From an optimization exercise on the open Yosys and OpenROAD flow, aimed at small area, a short achievable clock period and few clock cycles; shortcuts taken in it are not production practice. Only simulation tests tie the RTL to the original design; equivalence was not proved.

`design/flow/design.v`:
```
module alu_multicycle #(
    parameter int WIDTH   = 32,
    parameter int SHAMT_W = 5
) (
    input  logic               clk,
    input  logic               reset,
    input  logic               start,
    input  logic [3:0]         opCode,
    input  logic [WIDTH-1:0]   in1,
    input  logic [WIDTH-1:0]   in2,
    input  logic [SHAMT_W-1:0] shiftAmt,
    output logic               ready,
    output logic               valid,
    output logic [WIDTH-1:0]   result,
    output logic [WIDTH-1:0]   hi,
    output logic [WIDTH-1:0]   lo,
    output logic               overflow,
    output logic               zero,
    output logic               divByZero
);
    localparam logic [3:0] OP_AND   = 4'b0000;
    localparam logic [3:0] OP_OR    = 4'b0001;
    localparam logic [3:0] OP_ADD   = 4'b0010;
    localparam logic [3:0] OP_SRA   = 4'b0011;
    localparam logic [3:0] OP_SLL   = 4'b0100;
    localparam logic [3:0] OP_SRL   = 4'b0101;
    localparam logic [3:0] OP_SUB   = 4'b0110;
    localparam logic [3:0] OP_SLT   = 4'b0111;
    localparam logic [3:0] OP_SLTU  = 4'b1000;
    localparam logic [3:0] OP_MULT  = 4'b1001;
    localparam logic [3:0] OP_MULTU = 4'b1010;
    localparam logic [3:0] OP_DIV   = 4'b1011;
    localparam logic [3:0] OP_NOR   = 4'b1100;
    localparam logic [3:0] OP_DIVU  = 4'b1101;
    typedef enum logic [2:0] {RUN, MP, MS, DP1, DP2, DS, DF} state_t;
    state_t st_q, st_d;
    logic [31:0] a_q, b_q;        
    logic [3:0]  op_q;
    logic [4:0]  sh_q;
    logic        alu_q;           
    logic [31:0] h_q, l_q;        
    logic [31:0] r_q;             
    logic        valid_q, sel_lo_q, undef_q, ovf_q, dbz_q;
    logic        qneg_q, rneg_q, dbzp_q;
    logic [4:0]  cnt_q;
    logic [2:0]  dg_q;            
    logic last, accept;
    assign last   = (cnt_q == 5'd0);
    assign ready  = (st_q == RUN) || (st_q == DF) || ((st_q == MS) && last);
    assign accept = start && ready;
    logic sgn_op;                 
    assign sgn_op = (op_q == OP_MULT) || (op_q == OP_DIV);
    function automatic logic [5:0] clz32(input logic [31:0] x);
        logic [15:0] z1; logic [15:0] c1;       
        logic [7:0]  z2; logic [15:0] c2;       
        logic [3:0]  z3; logic [11:0] c3;       
        logic [1:0]  z4; logic [7:0]  c4;       
        logic [4:0]  c5;
        integer i;
        for (i = 0; i < 16; i++) begin
            z1[i] = ~x[2*i+1] & ~x[2*i];
            c1[i] = ~x[2*i+1];
        end
        for (i = 0; i < 8; i++) begin
            z2[i] = z1[2*i+1] & z1[2*i];
            c2[2*i +: 2] = z1[2*i+1] ? {1'b1, c1[2*i]} : {1'b0, c1[2*i+1]};
        end
        for (i = 0; i < 4; i++) begin
            z3[i] = z2[2*i+1] & z2[2*i];
            c3[3*i +: 3] = z2[2*i+1] ? {1'b1, c2[2*(2*i) +: 2]} : {1'b0, c2[2*(2*i+1) +: 2]};
        end
        for (i = 0; i < 2; i++) begin
            z4[i] = z3[2*i+1] & z3[2*i];
            c4[4*i +: 4] = z3[2*i+1] ? {1'b1, c3[3*(2*i) +: 3]} : {1'b0, c3[3*(2*i+1) +: 3]};
        end
        c5 = z4[1] ? {1'b1, c4[3:0]} : {1'b0, c4[7:4]};
        clz32 = (z4[1] && z4[0]) ? 6'd32 : {1'b0, c5};
    endfunction
    function automatic logic [2:0] bdig(input logic [31:0] x, input logic s, input logic [4:0] i);
        logic [35:0] e;
        e = {s, s, s, x, 1'b0};
        bdig = e[2*i +: 3];
    endfunction
    function automatic logic [31:0] rev32(input logic [31:0] x);
        integer i;
        for (i = 0; i < 32; i++) rev32[i] = x[31-i];
    endfunction
    function automatic logic [31:0] cneg(input logic [31:0] x, input logic n);
        cneg = (x ^ {32{n}}) + {31'd0, n};
    endfunction
    logic        is_sub, is_sll, cout, add_ovf;
    logic [31:0] bx, sum, sh_out, alu_res;
    logic [33:0] sum34;
    logic [31:0] sh_src, sh_in;
    logic [4:0]  sh_amt;
    logic        sh_fill, sh_left;
    logic [31:0] sh_y;
    logic [5:0]  dza, dzb;
    logic [4:0]  dsh;
    assign is_sub  = (op_q == OP_SUB) || (op_q == OP_SLT) || (op_q == OP_SLTU);
    assign bx      = b_q ^ {32{is_sub}};
    assign sum34   = {1'b0, a_q, 1'b1} + {1'b0, bx, is_sub};
    assign sum     = sum34[32:1];
    assign cout    = sum34[33];
    assign add_ovf = (a_q[31] == bx[31]) && (sum[31] != a_q[31]);
    assign dza     = clz32(a_q);
    assign dzb     = clz32(b_q);
    assign dsh     = (dzb[5] || (dzb <= dza)) ? 5'd0 : 5'(dzb - dza);
    assign sh_left = (st_q == DP2) || (op_q == OP_SLL);
    assign sh_src  = (st_q == DP2) ? b_q : a_q;
    assign sh_amt  = (st_q == DP2) ? dsh : sh_q;
    assign sh_fill = (st_q != DP2) && (op_q == OP_SRA) && a_q[31];
    assign sh_in   = sh_left ? rev32(sh_src) : sh_src;
    assign sh_y    = 32'($signed({sh_fill, sh_in}) >>> sh_amt);
    assign sh_out  = sh_left ? rev32(sh_y) : sh_y;
    always_comb begin
        case (op_q)
            OP_AND:  alu_res = a_q & b_q;
            OP_OR:   alu_res = a_q | b_q;
            OP_NOR:  alu_res = ~(a_q | b_q);
            OP_ADD, OP_SUB: alu_res = sum;
            OP_SRA, OP_SLL, OP_SRL: alu_res = sh_out;
            OP_SLT:  alu_res = {31'd0, sum[31] ^ add_ovf};
            OP_SLTU: alu_res = {31'd0, ~cout};
            default: alu_res = '0;
        endcase
    end
    logic [5:0]  mla, mlb;
    logic [4:0]  ja, jb;          
    logic        swp, sa, sb;
    logic [2:0]  dg_first, dg_next;
    assign sa  = sgn_op && a_q[31];
    assign sb  = sgn_op && b_q[31];
    assign mla = clz32(a_q ^ {32{sa}});
    assign mlb = clz32(b_q ^ {32{sb}});
    assign ja  = 5'((6'd32 - mla) >> 1);
    assign jb  = 5'((6'd32 - mlb) >> 1);
    assign swp = (ja < jb);
    assign dg_first = swp ? bdig(a_q, sa, ja) : bdig(b_q, sb, jb);
    assign dg_next  = bdig(b_q, sb, cnt_q - 5'd1);
    logic        bneg, bone, btwo;
    logic [34:0] pmag, ppx;
    logic [36:0] low;
    logic [27:0] upp;
    logic [63:0] p_new;
    assign bneg = dg_q[2] && !(dg_q[1] && dg_q[0]);
    assign bone = dg_q[1] ^ dg_q[0];
    assign btwo = (dg_q[2] && !dg_q[1] && !dg_q[0]) || (!dg_q[2] && dg_q[1] && dg_q[0]);
    assign pmag = bone ? {{3{sa}}, a_q} : btwo ? {{2{sa}}, a_q, 1'b0} : 35'd0;
    assign ppx  = pmag ^ {35{bneg}};
    assign low  = {1'b0, h_q[1:0], l_q, 1'b0, bneg} + {1'b0, ppx[34], ppx};
    assign upp  = h_q[29:2] + {{27{ppx[34] & ~low[36]}}, ppx[34] ^ low[36]};
    assign p_new = {upp, low[35:0]};
    logic [32:0] dt;
    logic        dge;
    logic [31:0] n1, n2;
    logic        n1n, n2n;
    assign dt  = {1'b0, h_q} - {1'b0, b_q};
    assign dge = ~dt[32];
    assign n1n = (st_q == DF) ? rneg_q : sa;
    assign n2n = (st_q == DF) ? qneg_q : sb;
    assign n1  = cneg((st_q == DF) ? h_q : a_q, n1n);
    assign n2  = cneg((st_q == DF) ? l_q : b_q, n2n);
    state_t acc_st;
    always_comb begin
        if (opCode == OP_MULT || opCode == OP_MULTU)     acc_st = MP;
        else if (opCode == OP_DIV || opCode == OP_DIVU)  acc_st = DP1;
        else                                             acc_st = RUN;
    end
    always_comb begin
        st_d = st_q;
        case (st_q)
            RUN:     st_d = accept ? acc_st : RUN;
            MP:      st_d = MS;
            MS:      if (last) st_d = accept ? acc_st : RUN;
            DP1:     st_d = DP2;
            DP2:     st_d = DS;
            DS:      if (last) st_d = DF;
            DF:      st_d = accept ? acc_st : RUN;
            default: st_d = RUN;
        endcase
    end
    always_ff @(posedge clk or posedge reset) begin
        if (reset) begin
            st_q    <= RUN;
            valid_q <= 1'b0;
            alu_q   <= 1'b0;
            h_q     <= '0;
            l_q     <= '0;
            dbz_q   <= 1'b0;
        end else begin
            st_q    <= st_d;
            valid_q <= ((st_q == RUN) && alu_q) || ((st_q == MS) && last) || (st_q == DF);
            alu_q   <= accept && (acc_st == RUN);
            case (st_q)
                MP: begin
                    h_q <= '0;
                    l_q <= '0;
                end
                MS: {h_q, l_q} <= p_new;
                DP1: dbz_q <= (b_q == '0);
                DP2: begin
                    h_q <= a_q;
                    l_q <= '0;
                end
                DS: begin
                    if (dge) h_q <= dt[31:0];
                    l_q <= {l_q[30:0], dge};
                end
                DF: begin
                    h_q <= n1;
                    l_q <= dbzp_q ? '1 : n2;
                end
                default: ;
            endcase
        end
    end
    always_ff @(posedge clk) begin
        if (ready) begin
            a_q  <= in1;
            b_q  <= in2;
            op_q <= opCode;
            sh_q <= shiftAmt;
        end else begin
            case (st_q)
                MP: if (swp) begin
                    a_q <= b_q;
                    b_q <= a_q;
                end
                DP1: begin
                    a_q <= n1;
                    b_q <= n2;
                end
                DP2: b_q <= sh_out;
                DS:  b_q <= {1'b0, b_q[31:1]};
                default: ;
            endcase
        end
        case (st_q)
            MP: begin
                cnt_q <= swp ? ja : jb;
                dg_q  <= dg_first;
            end
            MS: begin
                cnt_q <= cnt_q - 5'd1;
                dg_q  <= dg_next;
            end
            DP1: begin
                rneg_q <= sa;
                qneg_q <= sgn_op && (a_q[31] ^ b_q[31]) && (b_q != '0);
                dbzp_q <= (b_q == '0);
                ovf_q  <= sgn_op && (a_q == 32'h8000_0000) && (b_q == 32'hFFFF_FFFF);
            end
            DP2: cnt_q <= dsh;
            DS:  cnt_q <= cnt_q - 5'd1;
            default: ;
        endcase
        if ((st_q == RUN) && alu_q) begin
            r_q      <= alu_res;
            ovf_q    <= ((op_q == OP_ADD) || (op_q == OP_SUB)) && add_ovf;
            undef_q  <= (op_q == 4'hE) || (op_q == 4'hF);
            sel_lo_q <= 1'b0;
        end else if (((st_q == MS) && last) || (st_q == DF)) begin
            sel_lo_q <= 1'b1;
            undef_q  <= 1'b0;
            if (st_q == MS) ovf_q <= 1'b0;
        end
    end
    assign valid     = valid_q;
    assign result    = sel_lo_q ? l_q : r_q;
    assign zero      = sel_lo_q ? (l_q == '0) : ((r_q == '0) && !undef_q);
    assign hi        = h_q;
    assign lo        = l_q;
    assign overflow  = ovf_q;
    assign divByZero = dbz_q;
endmodule
```
`design/flow/run.sh`:
```
#!/bin/bash
# synth_recipe.tcl (not shown) runs the flow's synth.tcl, then flattens the netlist and writes it again
# the make line also repeats each setting of config.mk as NAME=value (left out here)
make -C /OpenROAD-flow-scripts/flow DESIGN_CONFIG=/design/flow/config.mk WORK_HOME=/design/flow/orfs CLKGATE_MAP_FILE= SYNTH_SCRIPT=/design/flow/synth_recipe.tcl finish
```
`design/flow/config.mk`:
```
export PLATFORM = sky130hd
export DESIGN_NAME = alu_multicycle
export DESIGN_NICKNAME = alu_multicycle
export VERILOG_FILES = /design/flow/design.v
export SDC_FILE = /design/flow/constraint.sdc
export NUM_CORES = 4
export LEC_CHECK = 0
export CAP_MARGIN = 20
export CORE_MARGIN = 2
export CORE_UTILIZATION = 40
export SLEW_MARGIN = 20
```
`design/flow/constraint.sdc`:
```
create_clock -name core_clock -period 8.0 [get_ports {clk}]
set_input_delay 1.6000 -clock core_clock [delete_from_list [all_inputs] [get_ports {clk}]]
set_output_delay 1.6000 -clock core_clock [all_outputs]
set_load 0.01 [all_outputs]
```
==> run summary <==
Chip Width 273 um; Clock Skews ~0.025 ns; top cells by area, synth edfxtp_1 12%, ha_1 6.4%, a21oi_1 6.2%; Clock Pin Slew Worst Setup and Hold Paths ~0.08 ns; CTS tree built; Core ar. between 70000 and 80000 sq um; largest net degree at the start of global routing approximately 80; clock sinks between 150 and 200; Async S/R FF share, synth 37.0%; simple-gate share of the synthesized area between 10% and 20%; largest family of logic cells by synthesized area compound AO/OA/AOI/OAI gates; top_reg_cell synth edfxtp_1; Setup WS pre-CTS -0.258 ns; Final WS setup around 0.38 ns; worst-case clock buffer depth 2; top cell type's share of synthesized area about an eighth; Cell variety after synth 108; initial drt markers 5516; CP startpoint kind register; critical path class register to register; largest area contributor in the netlist edfxtp_1; first-pass GRT wire length approximately 230000 um; final non-filler cell total around 5k; cell with the most instances after synthesis nand2_1; drt first pass iters 10; Compound-Gate Fraction of Synth Area 30.5%; grt total ovfl 0; syn_nets 4041; post-synthesis mux area share about a tenth; Yosys reg bits 189; top cells by count, synth 364 x nand2_1, 359 x a21oi_1, 337 x nor2_1, 267 x o21ai_0, 241 x clkbuf_1; initial antenna violation count 13; Worst EP arrival about 8 ns; Fmax between 100 and 150 MHz; area of the die between 70000 and 80000 sq um; Crit. End Element register; GR Util All Layers between 40% and 50%; Antenna Violating Nets Remaining 0; share of post-route cells with drive strength above 1 slightly above 10%; Hold-fix buffers, CTS 0; slew margin rel. about 20%; IO Port Bufs roughly 180; Routed WL approximately 160000 um; final hold viol count 0; CP max FO 24; I/O pin total 177; Vias/cell 7.05; area post-placement approximately 32000 sq um; CP required 8.23 ns; worst slew pin tran approximately 1.2 ns; Synth Instances 3814; routed vias about 34k; vias in the first global route 30.6k; RSZ-0062 raised after global routing no; final net count just over 4k; post-synthesis adder-cell area fraction ~6.6%; routability cong. 1.10; register area share after synthesis 18.4%; Design Area, Final 32700 sq um; Initial Utilization between 40 and 50%; Area Overhead vs Synth 13.2%; Layout Utilization 45.7%; Avg Cell Area, Syn between 7 and 8 sq um; xor/xnor share of the synthesized area 8.77%; Clock Tree Root clkbuf_16; Pins Over Slew Limit 0; Die H between 200 and 300 um; Placed Instances approximately 4.8k; Max Cap Viol 0; worst hold-check path type register to register; DRC 0; # H-tree levels 4; final setup fails 0; wire per inst 33.3 um; fin crit share between 90% and 100%; Yosys warning count 1; CTS Buf Count 17; Final min period 7.62 ns; Post-Synthesis Cell Area a little under 30000 sq um; Clock Latency Late Sink about 0.53 ns; Fin Hold WS between 0.4 and 0.5 ns; row cnt slightly below 100; DPL Wire Length about 120000 um; EDFF count, synth roughly 120; outcome finished clean
==> worst paths after layout <==
kind / startpoint / to / slack [ns] / depth (start not counted)
hold reg to reg: sel_lo_q / sel_lo_q / 0.49 / 2
min in group asynchronous: reset / l_q[29] / 1.49 / 2
hold / removal: sel_lo_q / sel_lo_q / 0.49 / 2
setup / recovery: a_q[13] / r_q[21] / 0.38 / 18
setup reg to reg: a_q[13] / r_q[21] / 0.38 / 18
max in group asynchronous: reset / h_q[21] / 5.45 / 3
==> per-stage QoR <==
stage,setup TNS (ns)
after floorplan,0
after global placement,-0.472
after detailed placement,-1.03
after CTS,0
after global routing,0
final,0
==> state kept, by name (all words and copies together), names as in the netlist <==
register,cells
a_q,32
b_q,32
h_q,32
l_q,32
r_q,32
cnt_q,5
sh_q,5
op_q,4
dg_q,3
st_q,3
alu_q,1
dbz_q,1
dbzp_q,1
ovf_q,1
qneg_q,1
rneg_q,1
sel_lo_q,1
undef_q,1
valid_q,1
==> worst max-delay path: stages (launching register included) <==
cell and delay (ns):
edfxtp_1 0.77, buf_4 0.31, nor4_1 0.90, nand3_1 0.39, or3_1 0.54, o21ai_0 0.18, inv_1 0.11, fa_1 0.42
nand2b_1 0.19, a21oi_1 0.24, o21ai_0 0.20, a211oi_2 0.63, nor2_4 0.29, mux2_2 0.40, o221ai_1 0.44, o211ai_1 0.14
o31ai_1 0.26, mux2i_1 0.33, o221ai_1 0.58
==> routing by layer <==
metal / global-route usage (%) / vias up / share of wire, %
met5: 2.95 / - / 0.26
met4: 26.6 / 22 / 7.7
met2: 58.7 / 2800 / 40
met3: 16.1 / 699 / 15
li1: - / 14506 / -
met1: 53.2 / 16208 / 38
==> cell usage in the layout, fill, tap and decap left out, types with 17 or more instances in the layout <==
master,instances
o211ai_1,46
o22ai_1,27
ha_1,147
o21a_1,31
and2_1,17
nand2_1,364
o21ai_0,267
and3_1,24
xnor2_1,189
a21o_1,91
nor3_1,105
mux2i_1,135
a31oi_1,60
o31ai_1,22
a221oi_1,37
or3_1,24
a22oi_1,71
nand2b_1,27
buf_4,188
clkdlybuf4s50_1,176
nand4_1,40
mux2_2,66
xor2_1,100
nor2b_1,31
a211oi_1,55
clkbuf_16,17
mux4_2,37
nor4_1,31
edfxtp_1,117
o21bai_1,18
a221o_1,22
inv_1,105
nand3_1,78
dfrtp_1,67
a311oi_1,18
nor2_1,334
a21oi_1,359
o221ai_1,45
==> logic make-up after synthesis <==
logic type      Yosys count
compound gates         1340
xor+xnor                289
fa+ha+maj               151
buf+inv                 428
flops                   189
mux                     241
simple gates           1176
==> final cells by class <==
| type | count | area (sq um) |
|---|---|---|
| Tap cell | 950 | 1190 |
| Clock inverter | 15 | 159 |
| Sequential cell | 189 | 5310 |
| Fill cell | 7249 | 38800 |
| Multi-Input combinational cell | 3198 | 22000 |
| Inverter | 114 | 429 |
| Clock buffer | 17 | 425 |
| Antenna cell | 9 | 22.5 |
| Timing Repair Buffer | 365 | 3180 |
==> timing repair <==
item	4_1_cts	5_1_grt
gates resized for setup	1	4
buffers inserted	0	2
gates cloned	0	1
endpoints found under the setup margin	10	17
pin swaps	0	0
hold endpoints to repair	0	0
Testbench counts, summed over its fixed seeds: cycles 13,621.

afterwards: timing with drivers on the ports:
The results above use ideal ports. As a check the final layout listed here was re-extracted and re-timed, cells and wires unchanged. Step 1: set_driving_cell puts a clkbuf_16 on clk and a buf_2 on each other input, an assumption about the parent block. Step 2 also shifts input and output timing later by t, the mid clock arrival at the registers, as if the neighbouring blocks saw the same clock. a / b / c = no drivers / after step 1 / after step 2; a / b = the first two.
shift t [ns]: 0.587
setup slack, ns: 0.379 / 0.379 / 0.379
worst register clock-pin slew, ns: 0.10 / 0.10
worst slew at a driven data input, ns: 0.04
After both steps setup and hold are still met in this run. For this run, drivers alone change the setup slack by 0.000 ns; drivers and shift together by 0.000 ns.
